This is an optimization exercise on Yosys and OpenROAD, whose aim is small area and a short achievable clock period, not a production implementation. Function was checked by simulation only, so behaviour that the tests miss may differ from the original. Power is estimated from default activity; no workload was simulated.

## flow/config.mk

```make
export PLATFORM = sky130hd
export DESIGN_NAME = mem_subsystem
export DESIGN_NICKNAME = mem_subsystem
export VERILOG_FILES = /design/flow/design.v
export SDC_FILE = /design/flow/constraint.sdc
export NUM_CORES = 4
export LEC_CHECK = 0
export CAP_MARGIN = 20
export CORE_MARGIN = 2
export CORE_UTILIZATION = 52
export CTS_CLUSTER_DIAMETER = 100
export CTS_CLUSTER_SIZE = 20
export SETUP_SLACK_MARGIN = 4.0
export SLEW_MARGIN = 20
export SYNTH_HIERARCHICAL = 1
export SYNTH_MEMORY_MAX_BITS = 8192
export SYNTH_MINIMUM_KEEP_SIZE = 0
export TNS_END_PERCENT = 30
```

## flow/constraint.sdc

```tcl
create_clock -name core_clock -period 9.0 [get_ports {clk}]
set_input_delay 1.8000 -clock core_clock [delete_from_list [all_inputs] [get_ports {clk}]]
set_output_delay 1.8000 -clock core_clock [all_outputs]
set_load 0.01 [all_outputs]
```

## flow/design.v

```verilog
`default_nettype none
package mem_subsystem_pkg;
	typedef logic [16-1:0]   addr_t;     
	typedef logic [16-1:0]   data_t;
	typedef logic [5-1:0] sb_idx_t;   
	typedef struct packed {
		logic    is_store;    
		addr_t   base;
		addr_t   offset;
		data_t   src_data;    
		sb_idx_t sb_index;    
	} ls_issue_t;
	typedef struct packed {
		sb_idx_t index;
		addr_t   addr;
		data_t   data;
	} sb_fill_t;
	typedef struct packed {
		logic  match;
		data_t data;
	} sb_search_t;
	typedef struct packed {
		logic  read;
		logic  write;
		addr_t addr;
		data_t data;
	} mem_req_t;
endpackage
`default_nettype wire
`default_nettype none
`timescale 1ns/1ps
module load_store_unit (
	input  wire issue_valid,
	input  wire mem_subsystem_pkg::ls_issue_t issue,
	output logic is_load,
	output logic is_store,
	output mem_subsystem_pkg::addr_t eff_addr
);
	assign is_load = issue_valid & ~issue.is_store;
	assign is_store = issue_valid & issue.is_store;
	assign eff_addr = issue.base + issue.offset;
endmodule
`default_nettype wire
`default_nettype none
`timescale 1ns/1ps
module store_buffer (
	input  wire clk,
	input  wire rst_n,
	input  wire reserve,
	output mem_subsystem_pkg::sb_idx_t reserve_index,
	output logic sb_full,
	output logic sb_empty,
	input  wire fill_valid,
	input  wire mem_subsystem_pkg::sb_idx_t fill_index,
	input  wire mem_subsystem_pkg::addr_t fill_addr,
	input  wire mem_subsystem_pkg::data_t fill_data,
	input  wire mem_subsystem_pkg::addr_t term_lo,
	input  wire mem_subsystem_pkg::addr_t term_hi,
	output logic fwd_hit,
	output logic [32-1:0] fwd_pick,      
	input  wire [32-1:0] fwd_pick_q,
	output mem_subsystem_pkg::data_t fwd_data,
	input  wire retire_valid,
	input  wire mem_subsystem_pkg::sb_idx_t retire_index,
	input  wire flush,
	input  wire load_issue,                     
	output logic drain,
	output mem_subsystem_pkg::addr_t drain_addr,
	output mem_subsystem_pkg::data_t drain_data
);
	localparam int N = 32;
	logic [N-1:0] valid_q;       
	logic [N-1:0] filled_q;      
	logic [N-1:0] committed_q;   
	mem_subsystem_pkg::addr_t addr_q [N];
	mem_subsystem_pkg::data_t data_q [N];
	mem_subsystem_pkg::sb_idx_t head_q;     
	mem_subsystem_pkg::sb_idx_t tail_q;     
	mem_subsystem_pkg::sb_idx_t commit_q;   
	logic full_q;                           
	logic empty_q;                          
	logic [N-1:0] valid_n, filled_n, committed_n;
	mem_subsystem_pkg::sb_idx_t head_n, tail_n, commit_n;
	logic head_ready;
	assign reserve_index = tail_q;
	assign sb_full = full_q;
	assign sb_empty = empty_q;
	assign head_ready = valid_q[head_q] & filled_q[head_q] & committed_q[head_q];
	assign drain = head_ready & ~load_issue;
	assign drain_addr = addr_q[head_q];
	assign drain_data = data_q[head_q];
	always_comb begin
		valid_n = valid_q;
		filled_n = filled_q;
		committed_n = committed_q;
		head_n = head_q;
		tail_n = tail_q;
		commit_n = retire_valid ? retire_index + 1'b1 : commit_q;
		if (reserve && !flush) begin
			valid_n[tail_q] = 1'b1;
			filled_n[tail_q] = 1'b0;
			committed_n[tail_q] = 1'b0;
			tail_n = tail_q + 1'b1;
		end
		if (fill_valid) begin
			filled_n[fill_index] = 1'b1;
		end
		if (retire_valid) begin
			committed_n[retire_index] = 1'b1;
		end
		if (drain) begin
			valid_n[head_q] = 1'b0;
			filled_n[head_q] = 1'b0;
			committed_n[head_q] = 1'b0;
			head_n = head_q + 1'b1;
		end
		if (flush) begin
			for (int i = 0; i < N; i++) begin
				if (!committed_q[i] && !(retire_valid && retire_index == mem_subsystem_pkg::sb_idx_t'(i))) begin
					valid_n[i] = 1'b0;
				end
			end
			tail_n = commit_n;
		end
		if (!rst_n) begin
			valid_n = '0;
			filled_n = '0;
			committed_n = '0;
			head_n = '0;
			tail_n = '0;
			commit_n = '0;
		end
	end
	always_ff @(posedge clk) begin
		valid_q <= valid_n;
		filled_q <= filled_n;
		committed_q <= committed_n;
		head_q <= head_n;
		tail_q <= tail_n;
		commit_q <= commit_n;
		full_q <= valid_n[tail_n];
		empty_q <= ~valid_n[head_n];
	end
	always_ff @(posedge clk) begin
		if (fill_valid) begin
			addr_q[fill_index] <= fill_addr;
			data_q[fill_index] <= fill_data;
		end
	end
	logic [N-1:0] match;
	logic [N-1:0][16-1:0] slot_data;
	for (genvar i = 0; i < N; i++) begin : g_match
		sb_match u_match (
			.key(addr_q[i]), .live(valid_q[i] & filled_q[i]),
			.term_lo(term_lo), .term_hi(term_hi),
			.match(match[i])
		);
		assign slot_data[i] = data_q[i];
	end
	sb_newest u_newest (.match(match), .head(head_q), .pick(fwd_pick), .hit(fwd_hit));
	sb_fwd_mux u_fwd_mux (.pick(fwd_pick_q), .slot_data(slot_data), .data(fwd_data));
endmodule
`default_nettype wire
`default_nettype none
module sb_key_terms (
	input  wire mem_subsystem_pkg::addr_t base,
	input  wire mem_subsystem_pkg::addr_t offset,
	output mem_subsystem_pkg::addr_t term_lo,
	output mem_subsystem_pkg::addr_t term_hi
);
	mem_subsystem_pkg::addr_t ab_xor, ab_and, ab_or;
	sb_vec_xor u_xor (.a(base), .b(offset), .y(ab_xor));
	sb_vec_and_or u_and_or (.a(base), .b(offset), .y_and(ab_and), .y_or(ab_or));
	sb_vec_xor u_lo (.a(ab_xor), .b({ab_or[16-2:0], 1'b0}), .y(term_lo));
	sb_vec_xor u_hi (.a(ab_xor), .b({ab_and[16-2:0], 1'b0}), .y(term_hi));
endmodule
module sb_vec_xor (
	input  wire mem_subsystem_pkg::addr_t a,
	input  wire mem_subsystem_pkg::addr_t b,
	output mem_subsystem_pkg::addr_t y
);
	assign y = a ^ b;
endmodule
module sb_vec_and_or (
	input  wire mem_subsystem_pkg::addr_t a,
	input  wire mem_subsystem_pkg::addr_t b,
	output mem_subsystem_pkg::addr_t y_and,
	output mem_subsystem_pkg::addr_t y_or
);
	assign y_and = a & b;
	assign y_or = a | b;
endmodule
module sb_match (
	input  wire mem_subsystem_pkg::addr_t key,
	input  wire live,
	input  wire mem_subsystem_pkg::addr_t term_lo,
	input  wire mem_subsystem_pkg::addr_t term_hi,
	output logic match
);
	mem_subsystem_pkg::addr_t miss;
	always_comb begin
		miss[0] = key[0] ^ term_lo[0];
		for (int b = 1; b < 16; b++) begin
			miss[b] = key[b] ^ (key[b-1] ? term_hi[b] : term_lo[b]);
		end
		match = live & ~|miss;
	end
endmodule
module sb_newest (
	input  wire [32-1:0] match,
	input  wire mem_subsystem_pkg::sb_idx_t head,
	output logic [32-1:0] pick,
	output logic hit
);
	localparam int N = 32;
	logic [N-1:0] below;
	logic [N-1:0] match_below;
	logic [N:0] any_above_n;         
	logic [N:0] any_below_above_n;   
	always_comb begin
		for (int i = 0; i < N; i++) begin
			below[i] = mem_subsystem_pkg::sb_idx_t'(i) < head;
		end
	end
	assign match_below = match & below;
	sb_suffix_nor u_sfx_all (.v(match), .y_n(any_above_n));
	sb_suffix_nor u_sfx_below (.v(match_below), .y_n(any_below_above_n));
	for (genvar i = 0; i < N; i++) begin : g_pick
		sb_pick_gate u_pick (
			.match(match[i]), .below(below[i]),
			.none_below_above(any_below_above_n[i+1]),
			.none_above(any_above_n[i+1]),
			.none_below(any_below_above_n[0]),
			.pick(pick[i])
		);
	end
	assign hit = ~any_above_n[0];
endmodule
module sb_suffix_nor (
	input  wire [32-1:0] v,
	output logic [32:0] y_n
);
	localparam int N = 32;
	logic [N-1:0] s1, s2, s3, s4, s5;
	for (genvar i = 0; i < N; i++) begin : g_s
		if (i + 1 < N) begin : g1
			sb_nor2 u1 (.a(v[i]), .b(v[i+1]), .y(s1[i]));
		end else begin : g1e
			sb_inv u1 (.a(v[i]), .y(s1[i]));
		end
		if (i + 2 < N) begin : g2
			sb_nand2 u2 (.a(s1[i]), .b(s1[i+2]), .y(s2[i]));
		end else begin : g2e
			sb_inv u2 (.a(s1[i]), .y(s2[i]));
		end
		if (i + 4 < N) begin : g3
			sb_nor2 u3 (.a(s2[i]), .b(s2[i+4]), .y(s3[i]));
		end else begin : g3e
			sb_inv u3 (.a(s2[i]), .y(s3[i]));
		end
		if (i + 8 < N) begin : g4
			sb_nand2 u4 (.a(s3[i]), .b(s3[i+8]), .y(s4[i]));
		end else begin : g4e
			sb_inv u4 (.a(s3[i]), .y(s4[i]));
		end
		if (i + 16 < N) begin : g5
			sb_nor2 u5 (.a(s4[i]), .b(s4[i+16]), .y(s5[i]));
		end else begin : g5e
			sb_inv u5 (.a(s4[i]), .y(s5[i]));
		end
	end
	assign y_n = {1'b1, s5};
endmodule
module sb_pick_gate (
	input  wire match,
	input  wire below,
	input  wire none_below_above,
	input  wire none_above,
	input  wire none_below,
	output logic pick
);
	assign pick = match & (below ? none_below_above : (none_above & none_below));
endmodule
module sb_nor2 (input wire a, input wire b, output logic y);
	assign y = ~(a | b);
endmodule
module sb_nand2 (input wire a, input wire b, output logic y);
	assign y = ~(a & b);
endmodule
module sb_inv (input wire a, output logic y);
	assign y = ~a;
endmodule
module sb_fwd_mux (
	input  wire [32-1:0] pick,
	input  wire [32-1:0][16-1:0] slot_data,
	output mem_subsystem_pkg::data_t data
);
	always_comb begin
		data = '0;
		for (int i = 0; i < 32; i++) begin
			data = data | (slot_data[i] & {16{pick[i]}});
		end
	end
endmodule
`default_nettype wire
`default_nettype none
`timescale 1ns/1ps
module data_memory (
	input  wire clk,
	input  wire [8-1:0] read_term_lo,
	input  wire [8-1:0] read_term_hi,
	input  wire read_mask,                         
	output mem_subsystem_pkg::data_t read_data,    
	input  wire write_en,
	input  wire [8-1:0] write_addr,
	input  wire mem_subsystem_pkg::data_t write_data
);
	localparam int MEM_WORDS = 1 << 8;
	logic [MEM_WORDS-1:0][16-1:0] mem_q;
	logic wr_pend_q;
	logic [8-1:0] wr_addr_q;
	mem_subsystem_pkg::data_t wr_data_q;
	always_ff @(posedge clk) begin
		wr_pend_q <= write_en;
		wr_addr_q <= write_addr;
		wr_data_q <= write_data;
	end
	always_ff @(posedge clk) begin
		for (int w = 0; w < MEM_WORDS; w++) begin
			if (wr_pend_q && wr_addr_q == 8'(w)) begin
				mem_q[w] <= wr_data_q;
			end
		end
	end
	logic [3:0][16-1:0] quarter_data;
	logic bypass;
	logic [255:0] word_sel;   
	mem_decode8 u_decode (.term_lo(read_term_lo), .term_hi(read_term_hi), .sel(word_sel));
	for (genvar q = 0; q < 4; q++) begin : g_quarter
		mem_read_mux u_read_mux (
			.words(mem_q[q*64 +: 64]), .sel(word_sel[q*64 +: 64]), .data(quarter_data[q])
		);
	end
	always_comb begin
		bypass = wr_pend_q;
		for (int b = 0; b < 8; b++) begin
			bypass = bypass & ~(wr_addr_q[b] ^ ((b > 0 && wr_addr_q[b > 0 ? b-1 : 0])
				? read_term_hi[b] : read_term_lo[b]));
		end
	end
	logic [3:0][16-1:0] quarter_data_q;
	mem_subsystem_pkg::data_t bypass_data_q;
	always_ff @(posedge clk) begin
		for (int q = 0; q < 4; q++) begin
			quarter_data_q[q] <= quarter_data[q] & {16{!(read_mask || bypass)}};
		end
		bypass_data_q <= wr_data_q & {16{bypass && !read_mask}};
	end
	always_comb begin
		read_data = bypass_data_q;
		for (int q = 0; q < 4; q++) begin
			read_data = read_data | quarter_data_q[q];
		end
	end
endmodule
`default_nettype none
module mem_decode8 (
	input  wire [8-1:0] term_lo,
	input  wire [8-1:0] term_hi,
	output logic [255:0] sel
);
	logic [7:0] lo;     
	logic [15:0] mid;   
	logic [7:0] hi;     
	function automatic logic bit_ok(input int b, input logic wb, input logic wb_below);
		bit_ok = ~(wb ^ ((b > 0 && wb_below) ? term_hi[b] : term_lo[b]));
	endfunction
	always_comb begin
		for (int u = 0; u < 8; u++) begin
			lo[u] = bit_ok(0, u[0], 1'b0) & bit_ok(1, u[1], u[0]) & bit_ok(2, u[2], u[1]);
			hi[u] = bit_ok(6, u[1], u[0]) & bit_ok(7, u[2], u[1]);
		end
		for (int v = 0; v < 16; v++) begin
			mid[v] = bit_ok(3, v[1], v[0]) & bit_ok(4, v[2], v[1]) & bit_ok(5, v[3], v[2]);
		end
		for (int w = 0; w < 256; w++) begin
			sel[w] = lo[w % 8] & mid[(w / 4) % 16] & hi[w / 32];
		end
	end
endmodule
module mem_read_mux (
	input  wire [63:0][16-1:0] words,
	input  wire [63:0] sel,
	output mem_subsystem_pkg::data_t data
);
	logic [21:0][16-1:0] part_n;
	for (genvar t = 0; t < 20; t++) begin : g_aoi3
		mem_aoi3 u_aoi (
			.d0(words[3*t]), .d1(words[3*t+1]), .d2(words[3*t+2]),
			.s0(sel[3*t]), .s1(sel[3*t+1]), .s2(sel[3*t+2]),
			.y_n(part_n[t])
		);
	end
	for (genvar t = 0; t < 2; t++) begin : g_aoi2
		mem_aoi2 u_aoi (
			.d0(words[60+2*t]), .d1(words[61+2*t]),
			.s0(sel[60+2*t]), .s1(sel[61+2*t]),
			.y_n(part_n[20+t])
		);
	end
	mem_nand22 u_nand (.a_n(part_n), .y(data));
endmodule
module mem_aoi3 (
	input  wire mem_subsystem_pkg::data_t d0, d1, d2,
	input  wire s0, s1, s2,
	output mem_subsystem_pkg::data_t y_n
);
	assign y_n = ~((d0 & {16{s0}}) | (d1 & {16{s1}}) | (d2 & {16{s2}}));
endmodule
module mem_aoi2 (
	input  wire mem_subsystem_pkg::data_t d0, d1,
	input  wire s0, s1,
	output mem_subsystem_pkg::data_t y_n
);
	assign y_n = ~((d0 & {16{s0}}) | (d1 & {16{s1}}));
endmodule
module mem_nand22 (
	input  wire [21:0][16-1:0] a_n,
	output mem_subsystem_pkg::data_t y
);
	logic [10:0][16-1:0] l1;
	logic [5:0][16-1:0] l2;
	logic [2:0][16-1:0] l3;
	logic [1:0][16-1:0] l4;
	for (genvar t = 0; t < 11; t++) begin : g_l1
		mem_nand2 u (.a(a_n[2*t]), .b(a_n[2*t+1]), .y(l1[t]));
	end
	for (genvar t = 0; t < 5; t++) begin : g_l2
		mem_nor2 u (.a(l1[2*t]), .b(l1[2*t+1]), .y(l2[t]));
	end
	mem_inv u_l2e (.a(l1[10]), .y(l2[5]));
	for (genvar t = 0; t < 3; t++) begin : g_l3
		mem_nand2 u (.a(l2[2*t]), .b(l2[2*t+1]), .y(l3[t]));
	end
	mem_nor2 u_l4a (.a(l3[0]), .b(l3[1]), .y(l4[0]));
	mem_inv u_l4b (.a(l3[2]), .y(l4[1]));
	mem_nand2 u_y (.a(l4[0]), .b(l4[1]), .y(y));
endmodule
module mem_nand2 (
	input  wire mem_subsystem_pkg::data_t a, b,
	output mem_subsystem_pkg::data_t y
);
	assign y = ~(a & b);
endmodule
module mem_nor2 (
	input  wire mem_subsystem_pkg::data_t a, b,
	output mem_subsystem_pkg::data_t y
);
	assign y = ~(a | b);
endmodule
module mem_inv (
	input  wire mem_subsystem_pkg::data_t a,
	output mem_subsystem_pkg::data_t y
);
	assign y = ~a;
endmodule
`default_nettype wire
`default_nettype none
`default_nettype wire
`default_nettype none
`timescale 1ns/1ps
module mem_subsystem (
	input  wire clk,
	input  wire rst_n,
	input  wire reserve,
	output wire mem_subsystem_pkg::sb_idx_t reserve_index,
	output wire sb_full,
	output wire sb_empty,
	input  wire issue_valid,
	input  wire mem_subsystem_pkg::ls_issue_t issue,
	input  wire retire_valid,
	input  wire mem_subsystem_pkg::sb_idx_t retire_index,
	input  wire flush,
	output wire load_done,
	output wire mem_subsystem_pkg::data_t load_data
);
	logic is_load, is_store;
	mem_subsystem_pkg::addr_t eff_addr;
	logic fwd_hit;
	logic [32-1:0] fwd_pick;
	logic [32-1:0] fwd_pick_q;
	mem_subsystem_pkg::data_t fwd_data;
	logic drain;
	mem_subsystem_pkg::addr_t drain_addr;
	mem_subsystem_pkg::data_t drain_data;
	mem_subsystem_pkg::data_t mem_rdata;
	load_store_unit u_lsu (
		.issue_valid(issue_valid), .issue(issue),
		.is_load(is_load), .is_store(is_store), .eff_addr(eff_addr)
	);
	mem_subsystem_pkg::addr_t term_lo, term_hi;
	sb_key_terms u_terms (
		.base(issue.base), .offset(issue.offset), .term_lo(term_lo), .term_hi(term_hi)
	);
	store_buffer u_sb (
		.clk(clk), .rst_n(rst_n),
		.reserve(reserve), .reserve_index(reserve_index),
		.sb_full(sb_full), .sb_empty(sb_empty),
		.fill_valid(is_store), .fill_index(issue.sb_index),
		.fill_addr(eff_addr), .fill_data(issue.src_data),
		.term_lo(term_lo), .term_hi(term_hi),
		.fwd_hit(fwd_hit), .fwd_pick(fwd_pick),
		.fwd_pick_q(fwd_pick_q), .fwd_data(fwd_data),
		.retire_valid(retire_valid), .retire_index(retire_index), .flush(flush),
		.load_issue(is_load), .drain(drain),
		.drain_addr(drain_addr), .drain_data(drain_data)
	);
	data_memory u_dmem (
		.clk(clk),
		.read_term_lo(term_lo[8-1:0]), .read_term_hi(term_hi[8-1:0]),
		.read_mask(fwd_hit),
		.read_data(mem_rdata),
		.write_en(drain), .write_addr(drain_addr[8-1:0]),
		.write_data(drain_data)
	);
	logic load_q;
	always_ff @(posedge clk) begin
		if (!rst_n) begin
			load_q <= 1'b0;
		end else begin
			load_q <= is_load;
		end
	end
	always_ff @(posedge clk) begin
		fwd_pick_q <= fwd_pick;
	end
	assign load_done = load_q;
	assign load_data = fwd_data | mem_rdata;
endmodule
`default_nettype wire
```

## flow/flow/run.sh

```bash
#!/bin/bash
# The standard layout, with two changes to how the resizer works: it may
# swap a cell for one of another footprint (MATCH_CELL_FOOTPRINT=0), and the
# port buffers are plain buffers (buf_4) instead of the delay cells it picks
# on its own. Everything else, including synthesis, is standard.sh's.
set -euo pipefail
bash standard.sh MATCH_CELL_FOOTPRINT=0 \
	"BUFFER_PORTS_ARGS=-buffer_cell sky130_fd_sc_hd__buf_4" \
	finish > standard.log 2>&1
```

## flow/standard.sh

```bash
#!/bin/bash
# synth_recipe.tcl (not shown) runs the flow's synth.tcl, then flattens the netlist and writes it again
# the make line also repeats each setting of config.mk as NAME=value (left out here)
make -C /OpenROAD-flow-scripts/flow DESIGN_CONFIG=/design/flow/config.mk WORK_HOME=/design/flow/orfs CLKGATE_MAP_FILE= SYNTH_SCRIPT=/design/flow/synth_recipe.tcl "${@:-finish}"
```

==> results.txt <==
[state kept, by name, summed over array words and instances (netlist names), 16 cells and up]
| register | count |
|---|---|
| u_sb.filled_q | 32 |
| u_sb.addr_q | 512 |
| fwd_pick_q | 32 |
| u_sb.data_q | 512 |
| u_dmem.quarter_data_q | 64 |
| u_dmem.bypass_data_q | 16 |
| u_sb.valid_q | 32 |
| u_dmem.wr_data_q | 16 |
| u_sb.committed_q | 32 |
| u_dmem.mem_q | 4096 |
[how the worst min path moves through the flow]
stage	endpoint	slack, ns	cells after the start
floorplan	u_sb.filled_q[0]	0.45	2
global placement	u_sb.filled_q[10]	0.46	2
detailed placement	u_sb.filled_q[11]	0.47	2
CTS	u_sb.filled_q[11]	0.49	2
global route	u_sb.filled_q[0]	0.53	2
finish	u_sb.filled_q[11]	0.49	2
[where the power goes]
group          switching (mW)  total [mW]  internal [mW]
registers               0.150        27.4           27.3
clock network            8.06        14.7           6.62
logic                    2.75        3.83           1.08
total                    11.0        45.9           35.0
[layer usage]
layer  part of all wire, %  up-vias
met4                   6.0       34
met2                    46     9237
met3                    11     1517
met1                    37    69785
met5                 0.028        -
li1                      -    54703
[through the flow]
stage               power (mW)  setup slack (ns)  instances  hold WS [ns]
floorplan                 29.5              3.95      13231         0.446
global placement          31.4              1.71      18893         0.462
detailed placement        31.4              1.64      18898         0.471
CTS                       45.9              3.68      19463         0.490
global route              47.0              3.85      19492         0.530
finish                    45.9              3.70      19507         0.490
[timing repair]
item,4_1_cts,5_1_grt
resized for setup,85,55
pin swaps,23,12
hold endpoints to repair,0,0
cloned,7,1
setup endpoints to repair,127,128
setup buffers,74,15
[critical path, stage by stage]
cell	delay [ns]
sky130_fd_sc_hd__buf_4	0.19
sky130_fd_sc_hd__xor2_1	0.31
sky130_fd_sc_hd__buf_4	0.26
sky130_fd_sc_hd__xor2_4	0.18
sky130_fd_sc_hd__buf_12	0.14
sky130_fd_sc_hd__buf_12	0.27
sky130_fd_sc_hd__nand4bb_1	0.80
sky130_fd_sc_hd__nor2_1	1.01
sky130_fd_sc_hd__buf_4	0.31
sky130_fd_sc_hd__a222oi_1	0.08
sky130_fd_sc_hd__nand2_1	0.23
sky130_fd_sc_hd__nor2_1	0.08
sky130_fd_sc_hd__nand2_1	0.15
sky130_fd_sc_hd__nor2_1	0.06
sky130_fd_sc_hd__nand2_1	0.06
sky130_fd_sc_hd__nand2b_1	0.05
sky130_fd_sc_hd__a21oi_1	0.10
[area by class of cell]
type,instances,area (um2)
fillers,31689,176000
flip-flops and latches,5371,159000
multi-input cells,6997,54200
clock buffers,453,8440
repair buffers,907,7470
well taps,5474,6850
inverters,253,960
clock inverters,31,423
diodes,21,52.6
==> results.txt <==
Worst setup path:
- STA puts the critical path data arrival time at slightly above 6 ns.
- In this run the worst setup path terminates at u_dmem.quarter_data_q[40].
- In this run the worst setup path begins at issue[44].
- The critical setup path kind is input port to register.
- Data on the critical path is required at its endpoint by 9.90 ns.
- The worst register-to-register path has a setup slack of 4.05 ns.
- The peak fanout along the critical path is 41.
- The type of destination of the critical path is a register.
- The startpoint identified for the worst register-to-register timing path is u_sb.head_q[1].
- The worst register-to-register path ends at u_sb.full_q.
- The startpoint type of the worst setup path is an input port.
- For the worst flop-to-flop path, the logic depth is 12.

Route:
- The number of nets with antenna violations after routing is 0.
- Using the TritonRoute via totals, the vias-per-cell ratio works out to approximately 7.
- The per-cell routed wire length is roughly 38 um.
- After detailed routing, the total wire length is between 700,000 and 800,000 um.
- The DRC violation total after the first TritonRoute iteration is ~26,000.
- In the routed design, unresolved DRC markers number 0.
- The detailed router placed around 140k vias in this run.
- The detailed-routing iteration count for the pre-antenna-repair pass is 14.

Finish:
- The ratio of cells with drive above 1 in the final layout is about 15%.
- The total non-filler cell area in the finished layout is 0.237 mm2.
- The area growth from synthesis to final layout is 10.0%.
- The count of nets after finishing is approximately 14,000.
- The final core utilization is between 50% and 60%.
- In the layout the commonest cells are 5,120 x sky130_fd_sc_hd__edfxtp_1, 1,332 x sky130_fd_sc_hd__nand2_1, 1,280 x sky130_fd_sc_hd__a222oi_1.
- Leaving out fill and tap cells, the most frequent cell in the layout is sky130_fd_sc_hd__edfxtp_1.

Global route:
- The wire length of the first global-routing pass is ~1,000,000 um.
- The global routing met1 resource utilization is 46.8%.
- The layer carrying the most global-route usage is met2.
- The total congestion overflow after global routing is 0.
- The initial antenna violation count is 55.
- For this run, the total global-route usage over all layers was measured as roughly 34%.
- Entering global routing, the biggest net connects 184 pins.
- Global routing used between 50% and 60% of the available met2 tracks.
- The global-route track usage on met3 is between 6 and 7%.
- The via count of the first global-routing pass came to 129,175.

Floorplan:
- The initial standard-cell utilization of the core is 52.2%.
- After floorplanning, the core was divided into 236 placement rows.
- The die footprint is ~0.42 mm2.
- The floorplan step set the die height to about 650 um.
- The core region is just over 0.4 mm2.
- The horizontal extent of the die is around 650 um.
- The number of primary I/O pins is between 80 and 90.

CTS:
- The clock tree from TritonCTS is done.
- Clock-pin slew was measured on the worst setup and hold paths at 0.08 ns.
- The buffer levels on the longest clock path is 4.
- The insertion delay of the later-clocked pin in the worst-skew pair is 1.00 ns.
- The total number of H-tree levels is 5.
- The total clock buffers created by CTS is between 300 and 400.
- After clock tree synthesis, the flow added hold-fix buffers numbering 0.
- The root cell of the clock tree is sky130_fd_sc_hd__clkbuf_16.
- The clock sink total is 5,371.

Timing:
- The ratio of final minimum period to clock period is between 50% and 60%.
- Setup repair after global routing could not meet its margin everywhere.
- Clock skew on the completed layout was measured at between 0.05 and 0.06 ns.
- The remaining max-slew budget at the tightest pin is 17.5%.
- Derived from the worst setup path, the maximum achievable clock frequency is ~0.19 GHz.
- The count of endpoints failing hold in the final timing report came to 0.
- The final setup violation count is 0.
- The worst path needs 5.30 ns of the cycle, external delays included.
- At the pin with the least slew margin, the transition time is about 1.2 ns.
- The sum of negative setup slack is 0 ns.
- The final number of max-transition violations is 0.

Power and ir drop:
- The worst IR drop on VDD is 0.205 mV.
- Summed over all cells, the static leakage comes to about 80 nW.
- The power per unit of standard cell area is roughly 190 mW/mm2.

Hold path:
- The path class of the tightest hold or removal check is register to register.
- The worst hold path begins at u_sb.filled_q[11].

Place:
- In this run the cell area measured after placement is ~0.23 mm2.
- Summed over all nets, the half-perimeter wirelength after detailed placement is about 460,000 um.
- During placement, the flow inserted port buffers numbering 88.
- The final weighted congestion of routability-driven global placement is ~0.95.

Flow run:
- The count of maximum capacitance violations is 0.

Yosys:
- The count of mapped cells out of synthesis is roughly 13,000.
- The combined area of all synthesized cells is roughly 0.22 mm2.
- The post-synthesis average cell area is approximately 16 um2.
- For this run, the number of Yosys warnings is 13.

Status:
- The flow ran to the end and the layout has no timing, DRC or antenna violations.

-- separate check: timing with driven ports --
How much do the figures lean on ideal ports? The routed layout below was timed once more, with nothing changed but the port constraints. Step 1 (the two cells are an assumption about what drives the block):
set clk [get_ports {clk}]
set_driving_cell -lib_cell sky130_fd_sc_hd__clkbuf_16 $clk
set_driving_cell -lib_cell sky130_fd_sc_hd__buf_2 [delete_from_list [all_inputs] $clk]
Step 2 times the ports against the registers' clock, not the clock port: input delays grow and output delays shrink by t, the midpoint of the rising clock arrivals with the driver on. Three values: ideal, step 1, step 2; two values: the first two.
shift t [ns]: 1.096
setup WS [ns]: 3.700 / 3.752 / 2.698
clock arrival spread, ns: 0.059 / 0.060
worst slew at a driven data input, ns: 0.18
After both steps this run still meets setup and hold. The setup slack of this run moves by +0.052 ns with the drivers and by -1.002 ns with both steps.
